What follows belongs to an exercise in optimizing a design on an open flow for small area and a short achievable clock period; a production flow would make more cautious choices. Function was checked by simulation only, so behaviour that the tests miss may differ from the original. Power figures rest on the tool's default switching activity, not on a simulated workload.

Design mem_access_unit, start of the top module:
module mem_access_unit #(
    parameter int unsigned ADDR_W   = 16,
    parameter int unsigned DATA_W   = 16,
    parameter int unsigned DEPTH    = 256,
    parameter int unsigned WAIT_CYC = 2
) (
    input  logic              clk,
    input  logic              reset,
    input  logic [ADDR_W-1:0] addr,
    input  logic [DATA_W-1:0] wdata,
    input  logic              rd_req,
    input  logic              wr_req,
    output logic [DATA_W-1:0] rdata,
    output logic              busy,
    output logic              done,
    output logic              err
);
export LEC_CHECK = 0
export CAP_MARGIN = 20
export CORE_MARGIN = 2
export CORE_UTILIZATION = 70
export CTS_CLUSTER_DIAMETER = 100
export CTS_CLUSTER_SIZE = 25
export SETUP_SLACK_MARGIN = 2.4
export SLEW_MARGIN = 20
export TNS_END_PERCENT = 20
export CTS_ARGS = -sink_clustering_enable -repair_clock_nets -sink_clustering_size 25 -sink_clustering_max_diameter 100 -dont_use_dummy_load
create_clock -name core_clock -period 4.5 [get_ports {clk}]
standard.sh (not shown) runs the stock make flow with config.mk's settings and CLKGATE_MAP_FILE= SYNTH_SCRIPT=/design/flow/synth_recipe.tcl, a recipe that flattens the netlist after the stock synthesis.
==> flow/flow/run.sh <==
#!/bin/bash
set -euo pipefail
cat >> config.mk <<'EOC'
export CTS_ARGS = -sink_clustering_enable -repair_clock_nets -sink_clustering_size 25 -sink_clustering_max_diameter 100 -dont_use_dummy_load
EOC
bash standard.sh > standard.log 2>&1
Rerun with:
- CORE_UTILIZATION: 70 -> 65
- SETUP_SLACK_MARGIN: 2.4 -> 2.3
- TNS_END_PERCENT: 20 -> unset
Effect: Worst setup slack is better by 0.052 ns; via count barely changes; first-iteration DRC count shrinks by 9.3%; routed wire length grows by about 3.7%; cell area grows by 0.78%.

---

== north ==
The RTL this note starts from:
==> flow/design.v <==
module mem_access_unit #(
    parameter int unsigned ADDR_W   = 16,
    parameter int unsigned DATA_W   = 16,
    parameter int unsigned DEPTH    = 256,
    parameter int unsigned WAIT_CYC = 2
) (
    input  logic              clk,
    input  logic              reset,
    input  logic [ADDR_W-1:0] addr,
    input  logic [DATA_W-1:0] wdata,
    input  logic              rd_req,
    input  logic              wr_req,
    output logic [DATA_W-1:0] rdata,
    output logic              busy,
    output logic              done,
    output logic              err
);
    localparam int unsigned AW = $clog2(DEPTH);    
    localparam int unsigned HW = AW / 2;           
    localparam int unsigned NG = 1 << HW;          
    logic              w1, w2, w3;
    logic              idle;
    logic              accept;
    logic [AW-1:0]     idx;
    logic [DATA_W-1:0] wd;
    logic              op_wr;
    logic              oor;
    logic              oor_next;
    assign oor_next = |(addr >> AW);
    logic idle_q;
    assign idle   = idle_q;
    assign accept = idle && (rd_req || wr_req);
    always_ff @(posedge clk) begin
        if (reset) begin
            idle_q <= 1'b1;
            w1     <= 1'b0;
            w2     <= 1'b0;
            w3     <= 1'b0;
            busy   <= 1'b0;
            done   <= 1'b0;
            err    <= 1'b0;
        end else begin
            idle_q <= idle_q ? !(rd_req || wr_req) : !(w1 || w2 || w3);
            w1   <= accept;
            w2   <= w1;
            w3   <= w2;
            busy <= accept || w1 || w2;
            done <= w3;
            err  <= w3 && oor;
        end
    end
    always_ff @(posedge clk) begin
        if (idle) begin
            idx   <= addr[AW-1:0];
            wd    <= wdata;
            op_wr <= wr_req;
            oor   <= oor_next;
        end
    end
    logic [NG-1:0] hi_sel;    
    logic [NG-1:0] lo_sel [4];  
    logic [NG-1:0] lo_wr;     
    logic          wr_fire;
    assign wr_fire = w3 && op_wr && !oor && !reset;
    always_ff @(posedge clk) begin
        for (int g = 0; g < NG; g++) begin
            hi_sel[g] <= !oor && (idx[AW-1:HW] == HW'(g));
            for (int c = 0; c < 4; c++) lo_sel[c][g] <= (idx[HW-1:0] == HW'(g)) && (idx[AW-1:AW-2] == 2'(c));
            lo_wr[g]  <= wr_fire && (idx[HW-1:0] == HW'(g));
        end
    end
    logic [DATA_W-1:0] word_or [NG];
    for (genvar h = 0; h < NG; h++) begin : g_hi
        logic [DATA_W-1:0] grp_or;
        logic [DATA_W-1:0] terms [NG];
        for (genvar l = 0; l < NG; l++) begin : g_lo
            logic [DATA_W-1:0] q;
            always_ff @(posedge clk) begin
                if (hi_sel[h] && lo_wr[l]) begin
                    q <= wd;
                end
            end
            assign terms[l] = q & {DATA_W{lo_sel[h / 4][l]}};
        end
        always_comb begin
            grp_or = '0;
            for (int l = 0; l < NG; l++) grp_or = grp_or | terms[l];
        end
        assign word_or[h] = grp_or & {DATA_W{hi_sel[h]}};
    end
    localparam int unsigned NP = 4;
    logic [DATA_W-1:0] part_d [NP];
    logic [DATA_W-1:0] part [NP];
    always_comb begin
        for (int p = 0; p < NP; p++) begin
            part_d[p] = '0;
            for (int h = p * (NG / NP); h < (p + 1) * (NG / NP); h++) part_d[p] = part_d[p] | word_or[h];
        end
    end
    always_ff @(posedge clk) begin
        for (int p = 0; p < NP; p++) part[p] <= part_d[p];
    end
    logic [DATA_W-1:0] rd_word;
    always_comb begin
        rd_word = '0;
        for (int p = 0; p < NP; p++) rd_word = rd_word | part[p];
    end
    always_ff @(posedge clk) begin
        if (reset) begin
            rdata <= '0;
        end else if (w3 && !op_wr) begin
            rdata <= rd_word;
        end
    end
endmodule
Settings: LEC_CHECK=0, CAP_MARGIN=20, CORE_MARGIN=2, CORE_UTILIZATION=70, CTS_CLUSTER_DIAMETER=100, CTS_CLUSTER_SIZE=25, SETUP_SLACK_MARGIN=2.3, SLEW_MARGIN=20, CTS_ARGS=-sink_clustering_enable -repair_clock_nets -sink_clustering_size 25 -sink_clustering_max_diameter 100 -dont_use_dummy_load; clock period 4.5 ns.
Scripts as last shown in full above: flow/flow/run.sh
Both conditions hold for north: the flow ran to the end and the final layout passed the timing, design-rule and antenna checks.
Edits applied to the flow inputs when going from north to south:
Settings: changing SETUP_SLACK_MARGIN from 2.3 to 2.4.
Findings:
As far as total cell area at the placement stage goes, north and south are indistinguishable; the numbers are identical. Compared with north, south shows clock skew higher by 0.0086 ns. Between south and north, it is south whose number of non-filler instances in the completed layout is higher, by about 0.6%. Sort south and north by total routed wire length on the met1 layer desc -> top: south.
Here is what was changed in the inputs of east compared with south.
Settings: a deleted CTS_ARGS that had been -sink_clustering_enable -repair_clock_nets -sink_clustering_size 25 -sink_clustering_max_diameter 100 -dont_use_dummy_load.
==> flow/run.sh (new file) <==
#!/bin/bash
# synth_recipe.tcl (not shown) runs the flow's synth.tcl, then flattens the netlist and writes it again
# the make line also repeats each setting of config.mk as NAME=value (left out here)
make -C /OpenROAD-flow-scripts/flow DESIGN_CONFIG=/design/flow/config.mk WORK_HOME=/design/flow/orfs CLKGATE_MAP_FILE= SYNTH_SCRIPT=/design/flow/synth_recipe.tcl finish
removed: flow/flow/run.sh
removed: flow/standard.sh
### Flow results
Across both runs, clock-buffer cell count was higher for east than for south.
Critical path arrival across east and south: no real change.
east vs. south: switching component of the power went up, number of cells traversed by the worst register-to-register path went down, number of buffer and inverter stages on the critical path did not really move, synthesized cell count did not really move.
Floorplan die area came out exactly the same in east and south.
east reports its worst setup path endpoint as rdata[5] while south reports rdata[7].
For first-pass GRT wire length, south and east come out practically identical.
The run with more setup slack is south; east has less.
Comparing east and south, utilization is lower on south.
Any difference in combinational cell fraction of total power between east and south is small enough to ignore.

==> afterwards: timing with drivers on the ports <==
The flow's constraints put no driver on any port. The routed layouts listed below were extracted and timed again, unchanged, in two steps.
Step 1, drivers: a clkbuf_16 drives clk and a buf_2 each remaining input, both assumed.
Step 2 times the ports against the registers' clock, not the clock port: input delays grow and output delays shrink by t, the midpoint of the rising clock arrivals with the driver on.
a / b / c = no drivers / after step 1 / after step 2; a / b = the first two.
| run | t, ns | setup WS [ns] | worst register clock-pin slew, ns |
|---|---|---|---|
| the first run of note 1 | 0.955 | 2.132 / 2.106 / 1.930 | 0.10 / 0.10 |
| the second run of note 1 | 0.969 | 2.185 / 2.131 / 1.766 | 0.10 / 0.10 |
| north | 0.953 | 2.200 / 2.112 / 1.935 | 0.10 / 0.10 |
| south | 0.952 | 2.196 / 2.106 / 1.885 | 0.10 / 0.10 |
| east | 0.965 | 2.185 / 2.095 / 1.912 | 0.10 / 0.10 |
After both steps every run listed still meets setup and hold. The setup slack of the second run of note 1, which loses most, moves by -0.054 ns with the drivers and by -0.419 ns with both steps.
